Background: an optimization exercise with open tools, aiming at small area. Do not read the settings as production practice.
In this exercise RTL edits were held to simulation tests only and were not proved equivalent to the original.
Power and IR drop assume default switching activity.

### flow/design.v
`timescale 1ns/1ps
module gf_vme_interface
(
	input  logic                                   clk,
	input  logic                                   rst,
	input  logic                                   mezzanine_sel,
	input  logic                                   cmd_valid,
	output logic                                   cmd_ready,
	input  logic                                   cmd_write,
	input  logic [16-1:0]                  cmd_addr,
	input  logic [32-1:0]                  cmd_wdata,
	input  logic                                   cmd_mezzanine,
	output logic                                   rsp_valid,
	input  logic                                   rsp_ready,
	output logic [32-1:0]                  rsp_rdata,
	output logic [32-1:0]                  local_add,
	output logic [32-1:0]                  control,
	output logic [32-1:0]                  dcm,
	output logic                                   dcm_write,
	output logic [32-1:0]                  chi2cut,
	output logic [32-1:0]                  phioffset_w0w1,
	output logic [32-1:0]                  phioffset_w2w3,
	output logic [32-1:0]                  sectors,
	output logic [32-1:0]                  cdf_error_mask,
	output logic [32-1:0]                  svt_error_mask,
	input  logic [32-1:0]                  gf_status,
	input  logic [32-1:0]                  last_50h,
	input  logic [3:0][32-1:0]             wedge_status,
	output logic [3:0]                             clear_wedge_status,
	input  logic [32-1:0]                  error_reg,
	output logic                                   clear_error,
	input  logic [4-1:0][32-1:0] spy_counter,
	input  logic [32-1:0]                  spy_word,
	output logic                                   spy_read,
	output logic [1:0]                             spy_sel,
	output logic [9-1:0]             spy_addr,
	output logic [4-1:0]                 spy_reset
);
	localparam int W = 32;
	logic [7:0]  page, off;
	logic [15:0] ohc;
	logic        hi0, pg_cfg, pg_st, pg_cnt, pg_win;
	assign page   = cmd_addr[15:8];
	assign off    = cmd_addr[7:0];
	assign hi0    = (off[7:4] == 4'd0);
	assign ohc    = {16{hi0}} & (16'(1) << off[3:0]);
	assign pg_cfg = (page == 8'h80);
	assign pg_st  = (page == 8'h81);
	assign pg_cnt = (page == 8'h82);
	assign pg_win = (cmd_addr[15:11] == 5'b10001);
	logic mezz_q, w_q, win_q, nop_q;
	logic p1, p2r, p2x, p2w, p3w, rv;
	logic idle, take;
	assign idle      = !(p1 || p2r || p2x || p2w || p3w || rv);
	assign take      = cmd_valid && idle && (cmd_mezzanine == mezz_q);
	assign cmd_ready = idle;
	assign rsp_valid = rv;
	always_ff @(posedge clk)
	begin
		mezz_q <= mezzanine_sel;
		w_q    <= cmd_write;
		win_q  <= pg_win;
		nop_q  <= !(pg_cfg || pg_st || pg_cnt || pg_win);
	end
	always_ff @(posedge clk)
	begin
		if (rst)
		begin
			p1  <= 1'b0;
			p2r <= 1'b0;
			p2x <= 1'b0;
			p2w <= 1'b0;
			p3w <= 1'b0;
			rv  <= 1'b0;
		end
		else
		begin
			p1  <= take;
			p2r <= p1 && !nop_q && !w_q && !win_q;
			p2x <= p1 && !nop_q && w_q;
			p2w <= p1 && win_q && !w_q;
			p3w <= p2w;
			rv  <= (p1 && nop_q) || p2r || p2x || p3w || (rv && !rsp_ready);
		end
	end
	logic [8:0] s_cfg;
	logic [3:0] s_wedge, s_cnt;
	logic       s_fw, s_gfs, s_l50, s_err;
	logic       tk;
	assign tk = take && !rst;
	always_ff @(posedge clk)
	begin
		s_cfg   <= {9{tk && pg_cfg}} & ohc[8:0];
		s_fw    <= tk && !cmd_write && pg_st && ohc[0];
		s_gfs   <= tk && !cmd_write && pg_st && ohc[1];
		s_l50   <= tk && !cmd_write && pg_st && ohc[2];
		s_wedge <= {4{tk && pg_st}} & ohc[6:3];
		s_err   <= tk && pg_st && ohc[7];
		s_cnt   <= {4{tk && pg_cnt}} & ohc[3:0];
	end
	assign spy_read = p1 && win_q && !w_q;
	logic [W-1:0] d_q, d_in, rdata;
	logic         tw, tr, hold;
	always_comb
	begin
		rdata = '0;
		if (s_fw)  rdata = rdata | 32'h10011102;
		if (s_gfs) rdata = rdata | gf_status;
		if (s_l50) rdata = rdata | last_50h;
		if (s_err) rdata = rdata | error_reg;
		for (int i = 0; i < 4; i++)
		begin
			if (s_wedge[i]) rdata = rdata | wedge_status[i];
			if (s_cnt[i])   rdata = rdata | spy_counter[i];
		end
		if (s_cfg[0]) rdata = rdata | local_add;
		if (s_cfg[1]) rdata = rdata | control;
		if (s_cfg[2]) rdata = rdata | dcm;
		if (s_cfg[3]) rdata = rdata | chi2cut;
		if (s_cfg[4]) rdata = rdata | phioffset_w0w1;
		if (s_cfg[5]) rdata = rdata | phioffset_w2w3;
		if (s_cfg[6]) rdata = rdata | sectors;
		if (s_cfg[7]) rdata = rdata | cdf_error_mask;
		if (s_cfg[8]) rdata = rdata | svt_error_mask;
	end
	assign tw   = idle && cmd_write;
	assign tr   = idle && !cmd_write;
	assign hold = p2r || p3w || rv;
	assign d_in = ({W{tw}} & cmd_wdata) | {{(W-11){1'b0}}, {11{tr}} & cmd_addr[10:0]} |
		rdata | ({W{p2w}} & spy_word) | ({W{hold}} & d_q);
	always_ff @(posedge clk)
		d_q <= d_in;
	assign rsp_rdata = d_q;
	assign spy_sel   = d_q[10:9];
	assign spy_addr  = d_q[8:0];
	logic [W-1:0] wd;
	logic [8:0]   ld;
	assign wd = rst ? '0 : d_q;
	assign ld = ({9{w_q}} & s_cfg) | {9{rst}};
	always_ff @(posedge clk) if (ld[0]) local_add      <= wd;
	always_ff @(posedge clk) if (ld[1]) control        <= wd;
	always_ff @(posedge clk) if (ld[2]) dcm            <= wd;
	always_ff @(posedge clk) if (ld[3]) chi2cut        <= wd;
	always_ff @(posedge clk) if (ld[4]) phioffset_w0w1 <= wd;
	always_ff @(posedge clk) if (ld[5]) phioffset_w2w3 <= wd;
	always_ff @(posedge clk) if (ld[6]) sectors        <= wd;
	always_ff @(posedge clk) if (ld[7]) cdf_error_mask <= wd;
	always_ff @(posedge clk) if (ld[8]) svt_error_mask <= wd;
	always_ff @(posedge clk)
	begin
		if (rst)
		begin
			dcm_write          <= 1'b0;
			clear_wedge_status <= '0;
			clear_error        <= 1'b0;
			spy_reset          <= '0;
		end
		else
		begin
			dcm_write          <= w_q && s_cfg[2];
			clear_wedge_status <= {4{w_q}} & s_wedge;
			clear_error        <= w_q && s_err;
			spy_reset          <= {4{w_q}} & s_cnt;
		end
	end
endmodule
### flow/flow/run.sh
#!/bin/bash
# Standard ORFS layout (the standard.sh) with two changes:
#  - the port buffers that buffer_ports inserts use the smallest buffer cell
#    instead of the library's default pick;
#  - clock tree synthesis does not add dummy loads.
# Every tool's output goes to standard.log.
set -o pipefail
export BUFFER_PORTS_ARGS="-buffer_cell sky130_fd_sc_hd__buf_1"
export CTS_ARGS="-sink_clustering_enable -repair_clock_nets -dont_use_dummy_load"
bash standard.sh > standard.log 2>&1
### flow/standard.sh
#!/bin/bash
# synth_recipe.tcl (not shown) runs the flow's synth.tcl, then flattens the netlist and writes it again
# the make line also repeats each setting of config.mk as NAME=value (left out here)
make -C /OpenROAD-flow-scripts/flow DESIGN_CONFIG=/design/flow/config.mk WORK_HOME=/design/flow/orfs CLKGATE_MAP_FILE= SYNTH_SCRIPT=/design/flow/synth_recipe.tcl "${@:-finish}"
### flow/config.mk
export PLATFORM = sky130hd
export DESIGN_NAME = gf_vme_interface
export DESIGN_NICKNAME = gf_vme_interface
export VERILOG_FILES = /design/flow/design.v
export SDC_FILE = /design/flow/constraint.sdc
export NUM_CORES = 4
export LEC_CHECK = 0
export CAP_MARGIN = 20
export CORE_AREA = 2.3 2.72 417.7 73.44
export DIE_AREA = 0 0 420 76
export GPL_TIMING_DRIVEN = 0
export SLEW_MARGIN = 20
### flow/constraint.sdc
create_clock -name core_clock -period 4.0 [get_ports {clk}]
set_input_delay 0.8000 -clock core_clock [delete_from_list [all_inputs] [get_ports {clk}]]
set_output_delay 0.8000 -clock core_clock [all_outputs]
set_load 0.01 [all_outputs]
==> metrics.yaml, run 1 <==
global_routing:
  grt_max_degree: 23
  grt-ovfl-total: 0
  grt_pass1_vias: 14600
  grt_usage: 0.475
  antenna_found_initial: 4
  grt_pass1_wl_microns: 105000
worst_setup_path:
  path_max_fanout: 10
  critPathTopFamily: "buffers and inverters"
  cp-start-kind: "flip-flop"
  cp_data_arrival_time_ns: 4.10
  cp.required_ns: 4.49
  critPathKind: "flip-flop to flip-flop"
  path_buf_inv: 3
  crit_chain: "clkbuf_1, clkbuf_1, clkbuf_1, a222oi_1, nand4_1"
  crit_path_frequent_cell: "clkbuf_1"
  worstSetupEndpointType: "flip-flop"
  cpMaxStageDelayCell: "clkbuf_1"
  cpPeakStageDelay_ns: 0.91
timing:
  tightest_slew_ns: 1.27
  finClkSkew_ns: 0.0231
  final.min_clock_period_ns: 3.61
  hold_viol_final: 0
  rsz0062_at_grt: "false"
  whs_ns: 0.338
  fin_ws_ns: 0.393
  finalSetupTns_ns: 0
  timing.final.crit_share: 0.902
  fmax_ghz: 0.277
  setup_viol: 0
  relSlewSlack: 0.155
  slew_viol_final: 0
route:
  num_vias: 15800
  first_iter_violations: 3040
  ant_nets: 0
  dr.pass1.iters: 9
  wirelength_microns: 78200
  drc: 0
  route.met3.wl_microns: 16600
  wl_met2_microns: 30100
  top_layer_used: "met5"
  wirelength_met1_microns: 29200
  viasPerCell: 6.89
  routedWlPerCell_microns: 34.1
clock_network:
  postCtsSetupRepairBufs: 0
  cts.clk_slew.worst_paths_ns: 0.08
  cts_resized: 0
  tritoncts: "yes"
  clock-root-buffer: "clkbuf_16"
  ctsHoldBuffers: 0
  clkLatencyLatePin_ns: 0.57
  htree_levels: 1
  cts.path.max_buffers: 3
  cts_buffers: 24
  cts.sinks: 361
yosys:
  netlist_instances: 1057
  synth_top_area_frac: 0.581
  yosysTopAreaCell: "edfxtp_1"
  synth_most_common_cell: "edfxtp_1"
  ys_seq_area_frac: 0.679
  synth_ff_type: "edfxtp_1"
  synth_seq_cells: 361
  yosysUniqueCellTypes: 39
  async_flop_share: 0
  syn_area_sq_mm: 0.0149
  synthesis.nets: 1496
  avgSynthCellArea_sq_um: 14.1
  synth_edf_count: 288
  synth_common_cells: "288 x edfxtp_1, 165 x a22oi_1, 84 x clkbuf_1"
  ys_top_cells_by_area: "edfxtp_1 58%, dfxtp_1 9.8%, a22oi_1 8.3%"
  ys_warn_count: 1
floorplanning:
  initial_core_util: 0.507
  core_sq_mm: 0.0294
  die_h_microns: 76
  rows: 26
  fp.dieW_microns: 420
  boundaryPins: 783
  dieArea_sq_mm: 0.0319
power:
  p_leak_nw: 6.35
  power.internal_w: 0.00567
  comb_power_share: 0.111
  seq_power_share: 0.582
  pwr_density_cell_mw_per_mm2: 403
  switching_share: 0.265
  p_sw_w: 0.00205
  vdd_ir_drop_max_v: 0.000244
  power_frac_clock: 0.307
placed_design:
  place_ws_ns: 0.766
  post_dp_cell_area_sq_mm: 0.0185
  hpwl_microns: 59200
  port_buffers: 782
  gp_congestion: 1.04
cells_and_area:
  register_area_sq_mm: 0.0101
  area_growth_pct: 28.7
  fillCellCount: 2404
  finish.utilization: 0.652
  multi_input_area_sq_mm: 0.00435
  drive_gt1_frac: 0.0374
  postLayoutCellArea_sq_mm: 0.0192
  layout.nets: 2314
hold_path:
  min_path_type: "input pin to flip-flop"
outcome:
  status: "finished clean"
run:
  max_cap_viol_count: 0
## final timing paths
| path | cells past startpoint | slack, ns | from | end |
|---|---|---|---|---|
| max | 5 | 0.39 | s_cnt[3] | d_q[17] |
| min | 1 | 0.34 | mezzanine_sel | mezz_q |
| max reg2reg | 5 | 0.39 | s_cnt[3] | d_q[17] |
| min reg2reg | 1 | 0.46 | win_q | p2r |
## metrics by stage
step,total power [W],std cells
2_1_floorplan,0.00482,1057
3_3_place_gp,0.00536,2259
3_5_place_dp,0.00538,2268
4_1_cts,0.00763,2292
5_1_grt,0.00785,2293
6_report,0.00772,2294
## power by group through the flow
stage	sequential [W]	combinational (W)	clock [W]
after detailed placement	0.00456	0.000817	0
after global routing	0.00451	0.000877	0.00246
after CTS	0.00448	0.000822	0.00233
final	0.00449	0.000853	0.00237
after global placement	0.00457	0.000787	0
after floorplan	0.00463	0.000191	0
## layer usage
metal  up-vias  global-route usage
met5         -              0.0308
met4         8              0.0989
met3       254               0.297
met2      1780               0.620
met1      7691               0.655
li1       6064                   -
## cells by family after synthesis
family / synth area share
xor gates and xnor gates: 0.000588
buffers and inverters: 0.0297
and+or+nand+nor: 0.0762
DFF: 0.679
AOI/OAI and AO/OA: 0.208
muxes: 0.00672
## layout make-up
type                       count  share of cell area
tap                          420              0.0274
antenna                        1            0.000131
sequential                   361               0.527
multi-input combinational    590               0.227
inverter                       4            0.000783
buffer                       102              0.0228
clock buffer                  24              0.0313
timing repair buffer         792               0.163
## placed cells by master (no fill, tap or decap), types with 2 or more instances in the layout
cell type and instances:
a2111o_1 2, a211o_1 12, a211oi_1 18, a21o_2 9
a21oi_1 10, a221oi_1 64, a222oi_1 27, a22o_1 64
a22oi_1 165, and2_1 11, buf_1 787, buf_12 9
buf_2 2, buf_4 11, clkbuf_1 75, clkbuf_16 24
clkbuf_2 9, dfxtp_1 73, edfxtp_1 288, inv_1 4
mux2i_1 10, nand2_1 24, nand2b_1 2, nand3_1 25
nand4_1 54, nor2_1 20, nor2b_1 38, nor3_1 6
nor4_1 2, o2111ai_1 9, or3_1 5, or4_4 3
==> inputs of run 2 (changes only) <==
--- a/flow/config.mk
+++ b/flow/config.mk
@@ -8,5 +8,4 @@
 export CAP_MARGIN = 20
 export CORE_AREA = 2.3 2.72 417.7 73.44
 export DIE_AREA = 0 0 420 76
-export GPL_TIMING_DRIVEN = 0
 export SLEW_MARGIN = 20
==> run 2 against run 1 <==
Utilization down 1.4 points. Critical path depth down 1. Die area did not move. Flip-flop and latch count did not move. Final area decreased by 2.2%. Clock power down 2%. Wire length down 9.9%. Sequential share of layout area up 1.3 points. Combinational power shrank about 10%. Critical path type is now flip-flop to output pin. Largest cell class unchanged.
==> metrics.yaml, run 2 <==
global_routing:
  grt_max_degree: 34
  grt_pass1_wl_microns: 97700
  antenna_found_initial: 0
  grt-ovfl-total: 0
  grt_pass1_vias: 14000
  grt_usage: 0.431
worst_setup_path:
  crit_path_start: "p2w"
  cpPeakStageDelay_ns: 0.67
  worstRegToRegCells: 6
  cp-start-kind: "flip-flop"
  cpMaxStageDelayCell: "or2_1"
  crit_chain: "or3_1, or2_1, inv_1, buf_1"
  reg2reg_slack_ns: 1.60
  rr_endpoint: "d_q[21]"
  path_max_fanout: 17
  worstSetupEndpointType: "output pin"
  cp.required_ns: 3.20
  endpoint: "cmd_ready"
  critPathKind: "flip-flop to output pin"
  cp_data_arrival_time_ns: 2.33
  worstReg2RegStart: "rv"
power:
  p_leak_nw: 6.19
  pwr_density_cell_mw_per_mm2: 406
  vdd_ir_drop_max_v: 0.000293
yosys:
  synthesis.nets: 1496
  ys_warn_count: 1
  yosysUniqueCellTypes: 39
  yosysTopAreaCell: "edfxtp_1"
  syn_area_sq_mm: 0.0149
  synth_ff_type: "edfxtp_1"
  ys_seq_area_frac: 0.679
  synth_edf_count: 288
  synth_most_common_cell: "edfxtp_1"
  avgSynthCellArea_sq_um: 14.1
  synth_top_area_frac: 0.581
  netlist_instances: 1057
  synth_common_cells: "288 x edfxtp_1, 165 x a22oi_1, 84 x clkbuf_1"
  synth_seq_cells: 361
  async_flop_share: 0
  ys_top_cells_by_area: "edfxtp_1 58%, dfxtp_1 9.8%, a22oi_1 8.3%"
clock_network:
  clkLatencyLatePin_ns: 0.57
  cts.clk_slew.worst_paths_ns: 0.07
  cts.path.max_buffers: 3
  tritoncts: "yes"
  cts_resized: 0
  clock-root-buffer: "clkbuf_16"
  postCtsSetupRepairBufs: 0
  cts.sinks: 361
  cts_buffers: 25
  htree_levels: 1
  ctsHoldBuffers: 0
placed_design:
  place_ws_ns: 1.26
  hpwl_microns: 50100
  place_inst: 2177
  port_buffers: 782
  gp_congestion: 1.05
timing:
  finalSetupTns_ns: 0
  final.min_clock_period_ns: 3.13
  timing.final.crit_share: 0.781
  relSlewSlack: 0.136
  hold_viol_final: 0
  slew_viol_final: 0
  fmax_ghz: 0.320
  finClkSkew_ns: 0.0287
  setup_viol: 0
  fin_ws_ns: 0.875
  rsz0062_at_grt: "false"
  tightest_slew_ns: 1.30
cells_and_area:
  finish.utilization: 0.638
  final_cell_count_no_fill: 2202
  drive_gt1_frac: 0.0466
  area_growth_pct: 25.9
  antennaDiodeCount: 0
  layout.nets: 2223
  layout_common_cells: "781 x buf_1, 288 x edfxtp_1, 165 x a22oi_1"
  layout_commonest_cell: "buf_1"
  fillCellCount: 2385
route:
  viasPerCell: 6.81
  wirelength_microns: 70400
  ant_nets: 0
  routedWlPerCell_microns: 32.0
  drc: 0
  first_iter_violations: 2632
  num_vias: 15000
  dr.pass1.iters: 7
run:
  max_cap_viol_count: 0
floorplanning:
  fp.dieW_microns: 420
  core_sq_mm: 0.0294
  rows: 26
  dieArea_sq_mm: 0.0319
  initial_core_util: 0.507
  die_h_microns: 76
  boundaryPins: 783
hold_path:
  hp-start: "mezzanine_sel"
  min_path_type: "input pin to flip-flop"
outcome:
  status: "finished clean"
## run 2: changes by cell type in the layout (fill, tap and decap cells not counted), moves of 8 or more
| cell | delta |
|---|---|
| buf_12 | -9 |
| buf_4 | +9 |
| clkbuf_1 | -75 |
| clkbuf_2 | -8 |
| dfxtp_1 | -21 |
| dfxtp_2 | +19 |
## run 2: through the flow
step	hold WS, ns	power (W)	area [sq um]
2_1_floorplan	0.391	0.00482	14900
4_1_cts	0.344	0.00760	18700
6_report	0.355	0.00761	18700
3_3_place_gp	0.458	0.00533	18100
5_1_grt	0.339	0.00783	18700
3_5_place_dp	0.447	0.00533	18100
## run 2: layer usage
| metal | vias up | part of all wire | global-route usage |
|---|---|---|---|
| met5 | - | 0 | 0 |
| met4 | 0 | 0.023 | 0.0827 |
| met3 | 226 | 0.19 | 0.224 |
| met2 | 1527 | 0.39 | 0.575 |
| met1 | 7367 | 0.40 | 0.621 |
| li1 | 5873 | - | - |
## run 2: cell type report
| type | instances | area [sq um] | share of cell area |
|---|---|---|---|
| Inverter | 4 | 15.0 | 0.000801 |
| Tap cell | 420 | 526 | 0.0280 |
| Clock buffer | 25 | 626 | 0.0334 |
| Multi-Input combinational cell | 590 | 4360 | 0.232 |
| Sequential cell | 361 | 10100 | 0.541 |
| Timing Repair Buffer | 802 | 3090 | 0.165 |
## run 2: power breakdown
| group | leakage (nW) | switching (W) | total, W | internal, W |
|---|---|---|---|---|
| sequential | 3.56 | 0.000190 | 0.00452 | 0.00433 |
| combinational | 2.32 | 0.000521 | 0.000768 | 0.000247 |
| clock | 0.308 | 0.00122 | 0.00233 | 0.00111 |
| total | 6.19 | 0.00193 | 0.00761 | 0.00568 |
## run 2: worst min path at each step
stage | end | slack [ns] | cells past startpoint
6_report | mezz_q | 0.35 | 1
5_1_grt | mezz_q | 0.34 | 1
4_1_cts | mezz_q | 0.34 | 1
3_5_place_dp | p2r | 0.45 | 1
3_3_place_gp | d_q[11] | 0.46 | 2
2_1_floorplan | p2r | 0.39 | 1
## run 2: cells by family after synthesis
| kind of cell | Yosys count | share of synthesized area |
|---|---|---|
| buffers and inverters | 106 | 0.0297 |
| AND/OR/NAND/NOR | 198 | 0.0762 |
| AO/OA/AOI/OAI | 381 | 0.208 |
| flip-flops | 361 | 0.679 |
| XOR/XNOR | 1 | 0.000588 |
| multiplexers | 10 | 0.00672 |
## run 2: worst max-delay path: cells and delay by family, from the launching register on
kind	cells	cell delay, ns
AND/OR/NAND/NOR	2	0.87
flip-flops	1	0.59
buffers and inverters	2	0.31
==> inputs of run 3 (changes only) <==
--- a/flow/config.mk
+++ b/flow/config.mk
@@ -6,6 +6,6 @@
 export NUM_CORES = 4
 export LEC_CHECK = 0
 export CAP_MARGIN = 20
-export CORE_AREA = 2.3 2.72 417.7 73.44
-export DIE_AREA = 0 0 420 76
+export CORE_AREA = 2.3 2.72 417.7 59.84
+export DIE_AREA = 0 0 420 64
 export SLEW_MARGIN = 20
==> run 3 against run 2 <==
Fmax fell by 4.8%. Via count increased by 6.5%. Power rose by 0.65%. Hold slack got worse by 0.014 ns. Flip-flop and latch count unchanged. Non-clock buffer count shrank 4.
==> metrics.yaml, run 3 <==
outcome:
  status: "finished clean"
yosys:
  ys_seq_area_frac: 0.679
  netlist_instances: 1057
  async_flop_share: 0
  synth-simple-area-share: 0.0762
  synth_seq_cells: 361
  ys_top_cells_by_area: "edfxtp_1 58%, dfxtp_1 9.8%, a22oi_1 8.3%"
  ys_warn_count: 1
  synthAdderAreaFrac: 0
  synth_top_area_frac: 0.581
  synth_top_family_by_area: "compound AO/OA/AOI/OAI gates"
  synth_common_cells: "288 x edfxtp_1, 165 x a22oi_1, 84 x clkbuf_1"
  synth_mux_area_frac: 0.00672
  synth_most_common_cell: "edfxtp_1"
  yosysTopAreaCell: "edfxtp_1"
  synth_ff_type: "edfxtp_1"
  synth_xor_area_frac: 0.000588
  syn_area_sq_mm: 0.0149
  synth_compound_area_frac: 0.208
  yosysUniqueCellTypes: 39
  synth_edf_count: 288
  avgSynthCellArea_sq_um: 14.1
  synthesis.nets: 1496
worst_setup_path:
  cp.required_ns: 3.20
  cpMaxStageDelayCell: "or3_2"
  path_max_fanout: 34
  path_buf_inv: 4
  cp_data_arrival_time_ns: 2.48
  worstSetupEndpointType: "output pin"
  critPathKind: "flip-flop to output pin"
  cp-start-kind: "flip-flop"
  cpPeakStageDelay_ns: 0.48
  crit_chain: "or3_2, buf_4, or2_1, buf_4, inv_1, buf_1"
  critPathTopFamily: "buffers and inverters"
  crit_path_frequent_cell: "buf_4"
clock_network:
  cts.path.max_buffers: 3
  ctsHoldBuffers: 0
  cts.sinks: 361
  tritoncts: "yes"
  htree_levels: 1
  cts_buffers: 23
  postCtsSetupRepairBufs: 0
  cts.clk_slew.worst_paths_ns: 0.08
  clkLatencyLatePin_ns: 0.60
  clock-root-buffer: "clkbuf_16"
  cts_resized: 0
power:
  pwr_density_cell_mw_per_mm2: 412
  vdd_ir_drop_max_v: 0.000301
  p_leak_nw: 6.15
global_routing:
  grt_pass1_wl_microns: 102000
  grt_usage: 0.553
  grt_max_degree: 35
  grt_pass1_vias: 14600
  antenna_found_initial: 7
  grt-ovfl-total: 0
route:
  ant_nets: 0
  wirelength_microns: 75800
  drc: 0
  first_iter_violations: 3701
  num_vias: 16000
  viasPerCell: 7.51
  routedWlPerCell_microns: 35.7
  dr.pass1.iters: 9
floorplanning:
  rows: 21
  initial_core_util: 0.628
  die_h_microns: 64
  dieArea_sq_mm: 0.0269
  boundaryPins: 783
  core_sq_mm: 0.0237
  fp.dieW_microns: 420
timing:
  fmax_ghz: 0.304
  hold_viol_final: 0
  tightest_slew_ns: 1.30
  finalSetupTns_ns: 0
  setup_viol: 0
  finClkSkew_ns: 0.0637
  slew_viol_final: 0
  whs_ns: 0.341
  relSlewSlack: 0.134
  final.min_clock_period_ns: 3.28
  timing.final.crit_share: 0.821
  rsz0062_at_grt: "false"
cells_and_area:
  area_growth_pct: 25.0
  drive_gt1_frac: 0.0439
  layout_commonest_cell: "buf_1"
  layout_common_cells: "781 x buf_1, 288 x edfxtp_1, 165 x a22oi_1"
  layout.nets: 2217
run:
  max_cap_viol_count: 0
placed_design:
  gp_congestion: 1.17
  port_buffers: 782
  hpwl_microns: 54700
hold_path:
  min_path_type: "input pin to flip-flop"
==> run 3: worst register-to-register path, stage by stage, from the launching register on <==
cell	delay, ns
dfxtp_1	0.34
or3_2	0.12
buf_4	0.53
nor3_2	0.12
buf_4	0.30
a211oi_1	1.04
nand4_1	0.18
==> run 3: final cells by class <==
cell class | count | area, sq um
Antenna cell | 4 | 10.0
Clock buffer | 23 | 576
Fill cell | 1454 | 5120
Inverter | 4 | 15.0
Multi-Input combinational cell | 590 | 4360
Sequential cell | 361 | 10100
Tap cell | 345 | 432
Timing Repair Buffer | 798 | 3070
==> run 3: where the power goes <==
part           internal [W]  leakage, nW  total, W  switching, W
registers           0.00433         3.56   0.00453      0.000203
clock network       0.00102        0.283   0.00230       0.00128
logic              0.000249         2.31  0.000836      0.000587
==> run 3: final timing paths <==
path | start | end | slack [ns] | cells after the start
worst min-delay path | mezzanine_sel | mezz_q | 0.34 | 1
worst max-delay path | rv | cmd_ready | 0.72 | 6
worst min register to register | win_q | p2r | 0.46 | 1
worst max register to register | rv | d_q[25] | 1.21 | 6
==> run 3: per-layer routing <==
layer  up-vias  GRT usage  part of all wire
li1       5874          -                 -
met1      7567      0.740              0.35
met2      2103      0.675              0.37
met3       411      0.394              0.24
met4        10      0.183             0.040
met5         -     0.0716            0.0042
==> run 3: kinds of logic (layout without fill, tap and decap cells) <==
| kind of cell | Yosys count | after routing |
|---|---|---|
| AO/OA/AOI/OAI | 381 | 381 |
| flip-flops | 361 | 361 |
| AND/OR/NAND/NOR | 198 | 198 |
| buffers and inverters | 106 | 825 |
| multiplexers | 10 | 10 |
| XOR/XNOR | 1 | 1 |
| other | 0 | 4 |
==> run 3: per-stage QoR <==
step / setup slack (ns) / util / cell area (sq um) / power [W] / cells
after floorplan: 1.53 / - / 14900 / 0.00482 / 1057
after global placement: 1.38 / 0.758 / 18000 / 0.00535 / 2097
after detailed placement: 1.31 / 0.758 / 18000 / 0.00537 / 2097
after CTS: 0.771 / 0.782 / 18600 / 0.00753 / 2120
after global routing: 0.667 / 0.784 / 18600 / 0.00779 / 2122
final: 0.715 / 0.784 / 18600 / 0.00766 / 2125
==> inputs of run 4 (changes only) <==
==> flow/flow/run.sh (replaced) <==
#!/bin/bash
# Standard ORFS layout (the standard.sh) with these changes:
#  - the port buffers that buffer_ports inserts use the smallest buffer cell
#    instead of the library's default pick;
#  - clock tree synthesis adds no dummy loads and clusters up to 14 sinks under clkbuf_8 leaf buffers
# Every tool's output goes to standard.log.
set -o pipefail
export BUFFER_PORTS_ARGS="-buffer_cell sky130_fd_sc_hd__buf_1"
export CTS_ARGS="-sink_clustering_enable -repair_clock_nets -dont_use_dummy_load -root_buf sky130_fd_sc_hd__clkbuf_16 -buf_list sky130_fd_sc_hd__clkbuf_8 -sink_clustering_size 14 -sink_clustering_max_diameter 35"
bash standard.sh > standard.log 2>&1
--- a/flow/config.mk
+++ b/flow/config.mk
@@ -6,6 +6,6 @@
 export NUM_CORES = 4
 export LEC_CHECK = 0
 export CAP_MARGIN = 20
-export CORE_AREA = 2.3 2.72 417.7 59.84
-export DIE_AREA = 0 0 420 64
+export CORE_AREA = 2.3 2.72 417.7 73.44
+export DIE_AREA = 0 0 420 76
 export SLEW_MARGIN = 20
==> run 4 against run 3 <==
Still clean. Combinational power decreased by 8.1%. Via count down 5.5%. Count of clock-buffer cells in the layout up 6. Sequential power about the same. Global-route usage decreased by 12 points. Fmax up 6.1%. Hold slack better by 0.015 ns. Power fell by 5.9%. Flip-flop and latch count unchanged. Clock power fell by 16%. Synthesized cell count unchanged. Die area up 19%. Critical path type unchanged. Critical endpoint unchanged. Largest power group unchanged. Highest routed layer is now met4.
==> metrics.yaml, run 4 <==
outcome:
  status: "finished clean"
route:
  ant_nets: 0
  dr.pass1.iters: 9
  first_iter_violations: 2755
  drc: 0
  num_vias: 15100
  top_layer_used: "met4"
  wl_met2_microns: 27500
  routedWlPerCell_microns: 32.0
  wirelength_microns: 70600
  viasPerCell: 6.84
  wirelength_met1_microns: 27900
  route.met3.wl_microns: 13400
clock_network:
  postCtsSetupRepairBufs: 0
  cts.path.max_buffers: 3
  clock-root-buffer: "clkbuf_16"
  clkLatencyLatePin_ns: 0.55
  cts_resized: 0
  tritoncts: "yes"
  htree_levels: 1
  cts.clk_slew.worst_paths_ns: 0.12
  cts.sinks: 361
  ctsHoldBuffers: 0
  cts_buffers: 29
cells_and_area:
  fillCellCount: 2424
  antennaDiodeCount: 0
  final_cell_count_no_fill: 2206
  layout.nets: 2227
  finish.utilization: 0.632
  layout_common_cells: "781 x buf_1, 288 x edfxtp_1, 165 x a22oi_1"
  area_growth_pct: 24.6
  drive_gt1_frac: 0.0487
  layout_commonest_cell: "buf_1"
power:
  power_frac_clock: 0.267
  switching_share: 0.266
  power.internal_w: 0.00529
  p_sw_w: 0.00192
  seq_power_share: 0.626
  pwr_density_cell_mw_per_mm2: 389
  p_leak_nw: 6.11
  vdd_ir_drop_max_v: 0.000256
  comb_power_share: 0.107
yosys:
  synth_xor_area_frac: 0.000588
  synth_seq_cells: 361
  synth_edf_count: 288
  synthesis.nets: 1496
  synth_ff_type: "edfxtp_1"
  ys_seq_area_frac: 0.679
  async_flop_share: 0
  ys_warn_count: 1
  synth-simple-area-share: 0.0762
  synth_common_cells: "288 x edfxtp_1, 165 x a22oi_1, 84 x clkbuf_1"
  syn_area_sq_mm: 0.0149
  synth_mux_area_frac: 0.00672
  synth_most_common_cell: "edfxtp_1"
  yosysTopAreaCell: "edfxtp_1"
  synthAdderAreaFrac: 0
  synth_compound_area_frac: 0.208
  yosysUniqueCellTypes: 39
  ys_top_cells_by_area: "edfxtp_1 58%, dfxtp_1 9.8%, a22oi_1 8.3%"
  netlist_instances: 1057
  synth_top_family_by_area: "compound AO/OA/AOI/OAI gates"
  synth_top_area_frac: 0.581
  avgSynthCellArea_sq_um: 14.1
worst_setup_path:
  reg2reg_slack_ns: 1.61
  cpMaxStageDelayCell: "or2_1"
  worstReg2RegStart: "rv"
  path_max_fanout: 17
  cp_data_arrival_time_ns: 2.30
  path_buf_inv: 2
  critPathTopFamily: "simple AND/OR/NAND/NOR gates"
  rr_endpoint: "d_q[18]"
  cp-start-kind: "flip-flop"
  critPathKind: "flip-flop to output pin"
  worstRegToRegCells: 6
  cpPeakStageDelay_ns: 0.66
  crit_chain: "or3_1, or2_1, inv_1, buf_1"
  cp.required_ns: 3.20
  worstSetupEndpointType: "output pin"
hold_path:
  worstHoldPathCells: 1
  min_path_type: "input pin to flip-flop"
  hp-start: "mezzanine_sel"
  whs_endpoint: "mezz_q"
timing:
  tightest_slew_ns: 1.29
  final.min_clock_period_ns: 3.10
  slew_viol_final: 0
  setup_viol: 0
  rsz0062_at_grt: "false"
  finalSetupTns_ns: 0
  timing.final.crit_share: 0.774
  hold_viol_final: 0
  fmax_ghz: 0.323
  relSlewSlack: 0.142
  whs_ns: 0.356
  finClkSkew_ns: 0.0284
placed_design:
  place_inst: 2177
  hpwl_microns: 50100
  port_buffers: 782
  gp_congestion: 1.05
floorplanning:
  boundaryPins: 783
  dieArea_sq_mm: 0.0319
  die_h_microns: 76
  core_sq_mm: 0.0294
  rows: 26
  initial_core_util: 0.507
  fp.dieW_microns: 420
run:
  max_cap_viol_count: 0
global_routing:
  grt_pass1_wl_microns: 97700
  antenna_found_initial: 0
  grt_usage: 0.430
  grt_pass1_vias: 14100
  grt-ovfl-total: 0
  grt_max_degree: 34
-- run 4: worst max-delay path by stage --
stage / from / end / slack, ns / cells after the start
floorplan: rst / cdf_error_mask[0] / 1.53 / 3
global placement: rst / control[24] / 1.32 / 2
detailed placement: rst / control[24] / 1.26 / 2
CTS: rv / cmd_ready / 0.98 / 4
global route: p2w / cmd_ready / 0.83 / 4
finish: p2w / cmd_ready / 0.90 / 4
-- run 4: worst register-to-register path: stages (launching register included) --
cell,delay [ns]
dfxtp_1,0.33
or3_2,0.48
buf_4,0.35
nor3_2,0.59
buf_4,0.35
a211oi_1,0.12
nand4_1,0.11
-- run 4: logic make-up after synthesis --
family                    after synthesis
DFF                                   361
xor gates and xnor gates                1
and+or+nand+nor                       198
AOI/OAI and AO/OA                     381
buffers and inverters                 106
muxes                                  10
-- run 4: metal layers --
layer  vias up  track usage
met4         0       0.0885
met2      1528        0.571
li1       5872            -
met1      7487        0.628
met3       207        0.213
met5         -            0
-- run 4: area by class of cell --
cell class                      count  area [sq um]  area share
Timing Repair Buffer              802          3090       0.166
Clock buffer                       29           433      0.0233
Sequential cell                   361         10100       0.546
Multi-Input combinational cell    590          4360       0.235
Tap cell                          420           526      0.0283
Inverter                            4          15.0    0.000809
-- run 4: power by group through the flow --
stage	Combinational [W]	Clock (W)	Sequential (W)
after floorplan	0.000191	0	0.00463
after global placement	0.000737	0	0.00459
after detailed placement	0.000747	0	0.00458
after CTS	0.000751	0.00192	0.00450
after global routing	0.000811	0.00209	0.00453
final	0.000768	0.00193	0.00451
-- run 4: metrics by stage --
step | setup WS, ns | area, sq um | power, W
6_report | 0.904 | 18600 | 0.00721
5_1_grt | 0.831 | 18600 | 0.00743
4_1_cts | 0.980 | 18600 | 0.00718
3_5_place_dp | 1.26 | 18100 | 0.00533
3_3_place_gp | 1.32 | 18100 | 0.00533
2_1_floorplan | 1.53 | 14900 | 0.00482
==> inputs of run 5 (changes only) <==
==> flow/flow/run.sh (replaced) <==
#!/bin/bash
# Standard ORFS layout (the standard.sh) with these changes:
#  - the port buffers that buffer_ports inserts use the smallest buffer cell
#    instead of the library's default pick;
#  - clock tree synthesis adds no dummy loads and clusters up to 25 sinks
# Every tool's output goes to standard.log.
set -o pipefail
export BUFFER_PORTS_ARGS="-buffer_cell sky130_fd_sc_hd__buf_1"
export CTS_ARGS="-sink_clustering_enable -repair_clock_nets -dont_use_dummy_load -sink_clustering_size 25 -sink_clustering_max_diameter 45"
bash standard.sh > standard.log 2>&1
--- a/flow/config.mk
+++ b/flow/config.mk
@@ -5,7 +5,7 @@
 export SDC_FILE = /design/flow/constraint.sdc
 export NUM_CORES = 4
 export LEC_CHECK = 0
-export CAP_MARGIN = 20
+export CAP_MARGIN = 10
 export CORE_AREA = 2.3 2.72 417.7 73.44
 export DIE_AREA = 0 0 420 76
-export SLEW_MARGIN = 20
+export SLEW_MARGIN = 10
==> run 5 against run 4 <==
Worst setup slack better by 0.0070 ns. Clock skew grew 0.00073 ns. Register-to-register slack worse by 0.04 ns. Count of clock-buffer cells in the layout shrank 11. Wire length fell by 0.35%. Largest power group unchanged. Highest routed layer unchanged.
==> metrics.yaml, run 5 <==
outcome:
  status: "finished clean"
cells_and_area:
  layout_commonest_cell: "buf_1"
  postLayoutCellArea_sq_mm: 0.0186
  finish.utilization: 0.632
  register_area_sq_mm: 0.0101
  area_growth_pct: 24.7
  fillCellCount: 2402
  antennaDiodeCount: 0
  layout.nets: 2216
  multi_input_area_sq_mm: 0.00436
  final_cell_count_no_fill: 2195
  drive_gt1_frac: 0.0428
  layout_common_cells: "781 x buf_1, 288 x edfxtp_1, 165 x a22oi_1"
hold_path:
  hp-start: "mezzanine_sel"
  min_path_type: "input pin to flip-flop"
global_routing:
  grt_usage: 0.428
  grt-ovfl-total: 0
  antenna_found_initial: 0
  grt_pass1_vias: 14000
  grt_max_degree: 34
  grt_pass1_wl_microns: 97300
run:
  max_cap_viol_count: 0
yosys:
  ys_warn_count: 1
  synth_mux_area_frac: 0.00672
  yosysTopAreaCell: "edfxtp_1"
  async_flop_share: 0
  synthesis.nets: 1496
  yosysUniqueCellTypes: 39
  synth_ff_type: "edfxtp_1"
  synth_compound_area_frac: 0.208
  syn_area_sq_mm: 0.0149
  synthAdderAreaFrac: 0
  synth_seq_cells: 361
  synth_top_family_by_area: "compound AO/OA/AOI/OAI gates"
  ys_seq_area_frac: 0.679
  synth-simple-area-share: 0.0762
  synth_edf_count: 288
  netlist_instances: 1057
  synth_top_area_frac: 0.581
  synth_most_common_cell: "edfxtp_1"
  avgSynthCellArea_sq_um: 14.1
  synth_common_cells: "288 x edfxtp_1, 165 x a22oi_1, 84 x clkbuf_1"
  ys_top_cells_by_area: "edfxtp_1 58%, dfxtp_1 9.8%, a22oi_1 8.3%"
  synth_xor_area_frac: 0.000588
route:
  dr.pass1.iters: 12
  first_iter_violations: 2765
  routedWlPerCell_microns: 32.0
  drc: 0
  ant_nets: 0
  viasPerCell: 6.81
  wirelength_microns: 70300
  num_vias: 14900
timing:
  finClkSkew_ns: 0.0291
  timing.final.crit_share: 0.772
  setup_viol: 0
  slew_viol_final: 0
  tightest_slew_ns: 1.36
  final.min_clock_period_ns: 3.09
  hold_viol_final: 0
  finalSetupTns_ns: 0
  rsz0062_at_grt: "false"
  fin_ws_ns: 0.912
  fmax_ghz: 0.324
  relSlewSlack: 0.0922
floorplanning:
  die_h_microns: 76
  fp.dieW_microns: 420
  dieArea_sq_mm: 0.0319
  rows: 26
  boundaryPins: 783
  initial_core_util: 0.507
  core_sq_mm: 0.0294
clock_network:
  clkLatencyLatePin_ns: 0.54
  cts_buffers: 18
  cts.clk_slew.worst_paths_ns: 0.11
  clock-root-buffer: "clkbuf_16"
  postCtsSetupRepairBufs: 0
  ctsHoldBuffers: 0
  tritoncts: "yes"
  cts_resized: 0
  htree_levels: 1
  cts.sinks: 361
  cts.path.max_buffers: 3
power:
  p_leak_nw: 6.11
  vdd_ir_drop_max_v: 0.000317
  pwr_density_cell_mw_per_mm2: 391
worst_setup_path:
  cp.required_ns: 3.20
  critPathKind: "flip-flop to output pin"
  crit_path_start: "p2w"
  cp_data_arrival_time_ns: 2.29
  worstReg2RegStart: "rv"
  cp-start-kind: "flip-flop"
  worstSetupEndpointType: "output pin"
  path_max_fanout: 17
placed_design:
  place_inst: 2177
  port_buffers: 782
  post_dp_cell_area_sq_mm: 0.0181
  place_ws_ns: 1.26
  hpwl_microns: 50100
  gp_congestion: 1.05
-- run 5: metal layers --
metal | global-route usage | part of all wire
met1 | 0.624 | 0.39
met2 | 0.573 | 0.40
met3 | 0.213 | 0.19
met4 | 0.0777 | 0.023
met5 | 0 | 0
-- run 5: area by class of cell --
cell class                 instances  share of cell area
clock buffer                      18              0.0243
tap                              420              0.0283
multi-input combinational        590               0.235
sequential                       361               0.546
inverter                           4            0.000809
timing repair buffer             802               0.166
-- run 5: path summary, 6_finish.rpt --
path / end / slack, ns / cells past startpoint
worst max-delay path: cmd_ready / 0.91 / 4
worst min-delay path: mezz_q / 0.35 / 1
worst max register to register: d_q[17] / 1.57 / 6
worst min register to register: d_q[15] / 0.50 / 2
-- run 5: logic make-up after synthesis --
kind of cell              count (synthesis)
muxes                                    10
DFF                                     361
xor gates and xnor gates                  1
and+or+nand+nor                         198
buffers and inverters                   106
AOI/OAI and AO/OA                       381
-- run 5: stage by stage --
| stage | hold slack (ns) | total power, W |
|---|---|---|
| 3_5_place_dp | 0.447 | 0.00533 |
| 6_report | 0.354 | 0.00726 |
| 3_3_place_gp | 0.458 | 0.00533 |
| 5_1_grt | 0.346 | 0.00746 |
| 2_1_floorplan | 0.391 | 0.00482 |
| 4_1_cts | 0.358 | 0.00723 |
-- run 5: worst max-delay path, cell delays in order (launching register included) --
cell,delay (ns)
dfxtp_2,0.60
or3_1,0.20
or2_1,0.65
inv_1,0.15
buf_1,0.17
-- run 5: where the power goes --
group / internal, W / total (W) / leakage (nW) / switching, W
clock: 0.000814 / 0.00198 / 0.222 / 0.00117
sequential: 0.00433 / 0.00452 / 3.56 / 0.000190
combinational: 0.000247 / 0.000767 / 2.32 / 0.000520
==> inputs of run 6 (changes only) <==
--- a/flow/config.mk
+++ b/flow/config.mk
@@ -5,7 +5,7 @@
 export SDC_FILE = /design/flow/constraint.sdc
 export NUM_CORES = 4
 export LEC_CHECK = 0
-export CAP_MARGIN = 10
+export CAP_MARGIN = 20
 export CORE_AREA = 2.3 2.72 417.7 73.44
 export DIE_AREA = 0 0 420 76
-export SLEW_MARGIN = 10
+export SLEW_MARGIN = 20
==> run 6 against run 5 <==
Wire length increased by 0.24%. Critical endpoint unchanged. Register-to-register slack about the same. Clock power about the same.
==> metrics.yaml, run 6 <==
worst_setup_path:
  worstReg2RegStart: "rv"
  cp_data_arrival_time_ns: 2.31
  cp-start-kind: "flip-flop"
  rr_endpoint: "d_q[17]"
  critPathKind: "flip-flop to output pin"
  worstRegToRegCells: 6
  cp.required_ns: 3.20
  reg2reg_slack_ns: 1.57
  worstSetupEndpointType: "output pin"
  path_max_fanout: 17
yosys:
  synth_ff_type: "edfxtp_1"
  synthesis.nets: 1496
  netlist_instances: 1057
  ys_seq_area_frac: 0.679
  synth_edf_count: 288
  ys_warn_count: 1
  synth_common_cells: "288 x edfxtp_1, 165 x a22oi_1, 84 x clkbuf_1"
  synth_top_area_frac: 0.581
  ys_top_cells_by_area: "edfxtp_1 58%, dfxtp_1 9.8%, a22oi_1 8.3%"
  async_flop_share: 0
  yosysTopAreaCell: "edfxtp_1"
  synth_seq_cells: 361
  synth_most_common_cell: "edfxtp_1"
  syn_area_sq_mm: 0.0149
  avgSynthCellArea_sq_um: 14.1
  yosysUniqueCellTypes: 39
cells_and_area:
  drive_gt1_frac: 0.0428
  fillCellCount: 2403
  layout_commonest_cell: "buf_1"
  multi_input_area_sq_mm: 0.00436
  antennaDiodeCount: 0
  finish.utilization: 0.632
  area_growth_pct: 24.7
  layout_common_cells: "781 x buf_1, 288 x edfxtp_1, 165 x a22oi_1"
  register_area_sq_mm: 0.0101
  layout.nets: 2216
timing:
  relSlewSlack: 0.131
  slew_viol_final: 0
  hold_viol_final: 0
  final.min_clock_period_ns: 3.11
  tightest_slew_ns: 1.30
  finClkSkew_ns: 0.0269
  fmax_ghz: 0.322
  setup_viol: 0
  whs_ns: 0.358
  rsz0062_at_grt: "false"
  timing.final.crit_share: 0.777
  finalSetupTns_ns: 0
outcome:
  status: "finished clean"
hold_path:
  whs_endpoint: "mezz_q"
  worstHoldPathCells: 1
  min_path_type: "input pin to flip-flop"
  hp-start: "mezzanine_sel"
power:
  pwr_density_cell_mw_per_mm2: 391
  seq_power_share: 0.622
  switching_share: 0.258
  comb_power_share: 0.106
  vdd_ir_drop_max_v: 0.000316
  power.internal_w: 0.00539
  p_sw_w: 0.00187
  power_w: 0.00726
  p_leak_nw: 6.11
  power_frac_clock: 0.272
clock_network:
  postCtsSetupRepairBufs: 0
  cts.path.max_buffers: 3
  htree_levels: 1
  cts.clk_slew.worst_paths_ns: 0.11
  clkLatencyLatePin_ns: 0.53
  cts_buffers: 18
  cts_resized: 0
  tritoncts: "yes"
  cts.sinks: 361
  clock-root-buffer: "clkbuf_16"
  ctsHoldBuffers: 0
floorplanning:
  initial_core_util: 0.507
  fp.dieW_microns: 420
  core_sq_mm: 0.0294
  rows: 26
  boundaryPins: 783
  die_h_microns: 76
  dieArea_sq_mm: 0.0319
route:
  viasPerCell: 6.81
  drc: 0
  wirelength_microns: 70500
  num_vias: 14900
  routedWlPerCell_microns: 32.1
  ant_nets: 0
  first_iter_violations: 2774
  dr.pass1.iters: 9
global_routing:
  top_usage_layer: "met1"
  grt_max_degree: 34
  met1_usage: 0.624
  grt-ovfl-total: 0
  grt_pass1_wl_microns: 97300
  antenna_found_initial: 0
  use_met2: 0.573
  grt_util_met3: 0.213
  grt_pass1_vias: 14000
  grt_usage: 0.428
placed_design:
  port_buffers: 782
  hpwl_microns: 50100
  gp_congestion: 1.05
run:
  max_cap_viol_count: 0
run 6: cell count changes in the layout (fill, tap and decap cells not counted):
cell,change
dfxtp_4,+2
dfxtp_2,-2
run 6: area by class of cell:
| cell class | count | share of cell area |
|---|---|---|
| well taps | 420 | 0.0283 |
| flip-flops and latches | 361 | 0.546 |
| inverters | 4 | 0.000808 |
| repair buffers | 802 | 0.166 |
| multi-input cells | 590 | 0.234 |
| clock buffers | 18 | 0.0243 |
run 6: how the worst max path moves through the flow:
stage | from | to | slack (ns) | cells after the start
after floorplan | rst | cdf_error_mask[0] | 1.53 | 3
after global placement | rst | control[24] | 1.32 | 2
after detailed placement | rst | control[24] | 1.26 | 2
after CTS | rv | cmd_ready | 0.99 | 4
after global routing | p2w | cmd_ready | 0.83 | 4
final | p2w | cmd_ready | 0.89 | 4
run 6: power groups by stage:
stage	clock [W]	combinational, W	sequential (W)
2_1_floorplan	0	0.000191	0.00463
3_3_place_gp	0	0.000737	0.00459
3_5_place_dp	0	0.000747	0.00458
4_1_cts	0.00198	0.000752	0.00450
5_1_grt	0.00212	0.000811	0.00453
6_report	0.00198	0.000768	0.00452
run 6: cell families after synthesis:
kind of cell	count (synthesis)	share of synthesized area
AO/OA/AOI/OAI	381	0.208
XOR/XNOR	1	0.000588
buffers and inverters	106	0.0297
flip-flops	361	0.679
multiplexers	10	0.00672
AND/OR/NAND/NOR	198	0.0762
run 6: stage by stage:
step / std cells / worst slack (ns) / cell area (sq um)
floorplan: 1057 / 1.53 / 14900
global placement: 2177 / 1.32 / 18100
detailed placement: 2177 / 1.26 / 18100
CTS: 2195 / 0.986 / 18600
global route: 2195 / 0.833 / 18600
finish: 2195 / 0.891 / 18600
run 6: worst max-delay path, cell delays in order (launching register included):
cell     delay (ns)
dfxtp_2        0.60
or3_1          0.20
or2_1          0.66
inv_1          0.15
buf_1          0.17
run 6: layer usage:
layer,vias to the layer above,share of wire
met3,183,0.18
met2,1477,0.40
met4,0,0.022
met1,7425,0.40
met5,-,0
li1,5852,-
==> inputs of run 7 (changes only) <==
==> flow/run.sh (new file) <==
#!/bin/bash
# synth_recipe.tcl (not shown) runs the flow's synth.tcl, then flattens the netlist and writes it again
# the make line also repeats each setting of config.mk as NAME=value (left out here)
make -C /OpenROAD-flow-scripts/flow DESIGN_CONFIG=/design/flow/config.mk WORK_HOME=/design/flow/orfs CLKGATE_MAP_FILE= SYNTH_SCRIPT=/design/flow/synth_recipe.tcl finish
--- a/flow/config.mk
+++ b/flow/config.mk
@@ -6,6 +6,6 @@
 export NUM_CORES = 4
 export LEC_CHECK = 0
 export CAP_MARGIN = 20
-export CORE_AREA = 2.3 2.72 417.7 73.44
-export DIE_AREA = 0 0 420 76
+export CORE_AREA = 2.3 2.72 457.7 87.04
+export DIE_AREA = 0 0 460 90
 export SLEW_MARGIN = 20
removed: flow/flow/run.sh
removed: flow/standard.sh
==> run 7 against run 6 <==
Highest routed layer is now met5. Still clean. Die area is 30% higher. Power increased by 20%. Final area rose by 30%. First-iteration DRC count down 11%. Worst setup slack better by 0.048 ns. Register-to-register slack better by 0.08 ns. Flip-flop and latch count unchanged. Wire length increased by 24%. Via count up 0.69%. Cell count grew 7.2%. Fmax up 1.6%. Clock skew decreased by 0.0094 ns. Critical path type unchanged.
==> metrics.yaml, run 7 <==
timing:
  whs_ns: 0.451
  final.min_clock_period_ns: 3.06
  timing.final.crit_share: 0.765
  finalSetupTns_ns: 0
  rsz0062_at_grt: "false"
  fin_ws_ns: 0.939
  hold_viol_final: 0
  setup_viol: 0
  finClkSkew_ns: 0.0175
  tightest_slew_ns: 1.24
  relSlewSlack: 0.171
  slew_viol_final: 0
  fmax_ghz: 0.327
yosys:
  synthesis.nets: 1496
  synth_ff_type: "edfxtp_1"
  synth_common_cells: "288 x edfxtp_1, 165 x a22oi_1, 84 x clkbuf_1"
  synth_compound_area_frac: 0.208
  synth_most_common_cell: "edfxtp_1"
  synth_mux_area_frac: 0.00672
  yosysTopAreaCell: "edfxtp_1"
  synth_xor_area_frac: 0.000588
  synthAdderAreaFrac: 0
  yosysUniqueCellTypes: 39
  syn_area_sq_mm: 0.0149
  async_flop_share: 0
  ys_warn_count: 1
  ys_seq_area_frac: 0.679
  avgSynthCellArea_sq_um: 14.1
  ys_top_cells_by_area: "edfxtp_1 58%, dfxtp_1 9.8%, a22oi_1 8.3%"
  synth-simple-area-share: 0.0762
  synth_edf_count: 288
  synth_seq_cells: 361
  synth_top_family_by_area: "compound AO/OA/AOI/OAI gates"
  netlist_instances: 1057
  synth_top_area_frac: 0.581
placed_design:
  port_buffers: 782
  place_ws_ns: 1.12
  gp_congestion: 1.11
  post_dp_cell_area_sq_mm: 0.0233
  hpwl_microns: 66400
worst_setup_path:
  worstSetupEndpointType: "output pin"
  cp_data_arrival_time_ns: 2.26
  crit_chain: "or3_2, or2_1, inv_1, clkdlybuf4s50_1"
  reg2reg_slack_ns: 1.65
  worstRegToRegCells: 6
  cpPeakStageDelay_ns: 0.54
  path_max_fanout: 3
  cpMaxStageDelayCell: "clkdlybuf4s50_1"
  rr_endpoint: "d_q[13]"
  cp-start-kind: "flip-flop"
  critPathKind: "flip-flop to output pin"
  worstReg2RegStart: "rv"
  cp.required_ns: 3.20
outcome:
  status: "finished clean"
power:
  pwr_density_cell_mw_per_mm2: 362
  power.internal_w: 0.00647
  seq_power_share: 0.516
  p_sw_w: 0.00226
  power_frac_clock: 0.319
  vdd_ir_drop_max_v: 0.000325
  comb_power_share: 0.165
  switching_share: 0.259
  p_leak_nw: 8.44
cells_and_area:
  multi_input_area_sq_mm: 0.00436
  area_growth_pct: 61.9
  register_area_sq_mm: 0.0101
  layout_commonest_cell: "clkdlybuf4s50_1"
  postLayoutCellArea_sq_mm: 0.0241
  layout.nets: 2239
  fillCellCount: 3044
  drive_gt1_frac: 0.0621
  layout_common_cells: "781 x clkdlybuf4s50_1, 288 x edfxtp_1, 165 x a22oi_1"
floorplanning:
  die_h_microns: 90
  rows: 31
  fp.dieW_microns: 460
  dieArea_sq_mm: 0.0414
  boundaryPins: 783
  initial_core_util: 0.388
  core_sq_mm: 0.0384
global_routing:
  grt_max_degree: 34
  grt_usage: 0.409
  grt-ovfl-total: 0
  grt_pass1_wl_microns: 117000
  antenna_found_initial: 11
  grt_pass1_vias: 13900
run:
  max_cap_viol_count: 0
route:
  drc: 0
  num_vias: 15000
  viasPerCell: 6.39
  first_iter_violations: 2461
  routedWlPerCell_microns: 37.1
  dr.pass1.iters: 10
  ant_nets: 0
  wirelength_microns: 87300
clock_network:
  ctsHoldBuffers: 0
  cts.clk_slew.worst_paths_ns: 0.09
  postCtsSetupRepairBufs: 0
  cts_buffers: 25
  cts.path.max_buffers: 3
  tritoncts: "yes"
  htree_levels: 1
  cts_resized: 0
  cts.sinks: 361
  clock-root-buffer: "clkbuf_16"
  clkLatencyLatePin_ns: 0.58
hold_path:
  worstHoldPathCells: 1
  hp-start: "win_q"
  whs_endpoint: "p2r"
  min_path_type: "flip-flop to flip-flop"
run 7: cell count changes in the layout (fill, tap and decap cells not counted), moves of 3 or more:
cell | previous run | this run
clkbuf_1 | 0 | 3
buf_4 | 20 | 36
clkbuf_16 | 18 | 25
buf_1 | 781 | 0
clkdlybuf4s50_1 | 0 | 781
clkinv_1 | 0 | 4
diode_2 | 0 | 7
run 7: how the worst max path moves through the flow:
stage                         to  slack (ns)         from
2_1_floorplan  cdf_error_mask[0]        1.53          rst
3_3_place_gp                s_fw        1.12  cmd_addr[6]
3_5_place_dp                s_fw        1.12  cmd_addr[6]
4_1_cts                cmd_ready        0.94           rv
5_1_grt                cmd_ready        0.88           rv
6_report               cmd_ready        0.94           rv
run 7: critical path, delay by kind of cell (launching register included):
kind / cells / cell delay, ns
and+or+nand+nor: 2 / 0.73
buffers and inverters: 2 / 0.61
DFF: 1 / 0.34
run 7: power by group through the flow:
stage / Combinational, W / Sequential [W] / Clock (W)
3_3_place_gp: 0.00141 / 0.00457 / 0
5_1_grt: 0.00146 / 0.00452 / 0.00293
4_1_cts: 0.00141 / 0.00449 / 0.00277
6_report: 0.00144 / 0.00450 / 0.00278
3_5_place_dp: 0.00141 / 0.00457 / 0
2_1_floorplan: 0.000191 / 0.00463 / 0
run 7: metal layers:
metal / wire, microns / global-route usage / up-vias
li1: - / - / 5943
met4: 1060 / 0.0452 / 6
met3: 13500 / 0.162 / 112
met1: 37900 / 0.631 / 7746
met5: 41 / 0 / -
met2: 34800 / 0.544 / 1233
run 7: kinds of logic after synthesis:
logic type | Yosys count
buffers and inverters | 106
muxes | 10
AOI/OAI and AO/OA | 381
and+or+nand+nor | 198
DFF | 361
xor gates and xnor gates | 1
run 7: area by class of cell:
class                   count  share of cell area
flip-flops and latches    361               0.421
repair buffers            818               0.336
multi-input cells         590               0.181
well taps                 528              0.0274
clock buffers              29              0.0270
clock inverters            17             0.00696
diodes                      7            0.000727
inverters                   4            0.000623
run 7: stage by stage:
step / instances / utilization / power (W)
after floorplan: 1057 / - / 0.00482
after CTS: 2347 / 0.627 / 0.00868
after global placement: 2301 / 0.606 / 0.00598
after global routing: 2348 / 0.627 / 0.00892
after detailed placement: 2301 / 0.606 / 0.00598
final: 2354 / 0.628 / 0.00872

[port drivers added, routing unchanged]
The results above use ideal ports. As a check the final layouts listed here were re-extracted and re-timed, cells and wires unchanged. Step 1: set_driving_cell puts a clkbuf_16 on clk and a buf_2 on each other input, an assumption about the parent block. Step 2 moves the port delays by t, midway between the first and last clock arrival at a register: inputs arrive t later, outputs are due t later. That takes back most of the time a late clock gives input paths. Slacks: ideal ports / drivers / drivers and shift; pairs: ideal ports / drivers.
run | t, ns | setup WS [ns] | worst setup path after step 2
run 1 | 0.598 | 0.393 / 0.393 / 0.393 | register to register
run 2 | 0.599 | 0.875 / 0.827 / 1.194 | input to register
run 3 | 0.635 | 0.715 / 0.647 / 1.009 | input to register
run 4 | 0.575 | 0.904 / 0.861 / 1.237 | input to register
run 5 | 0.570 | 0.912 / 0.867 / 1.222 | input to register
run 6 | 0.566 | 0.891 / 0.846 / 1.220 | input to register
run 7 | 0.635 | 0.939 / 0.879 / 1.050 | input to register
After both steps setup and hold are still met in every run listed.
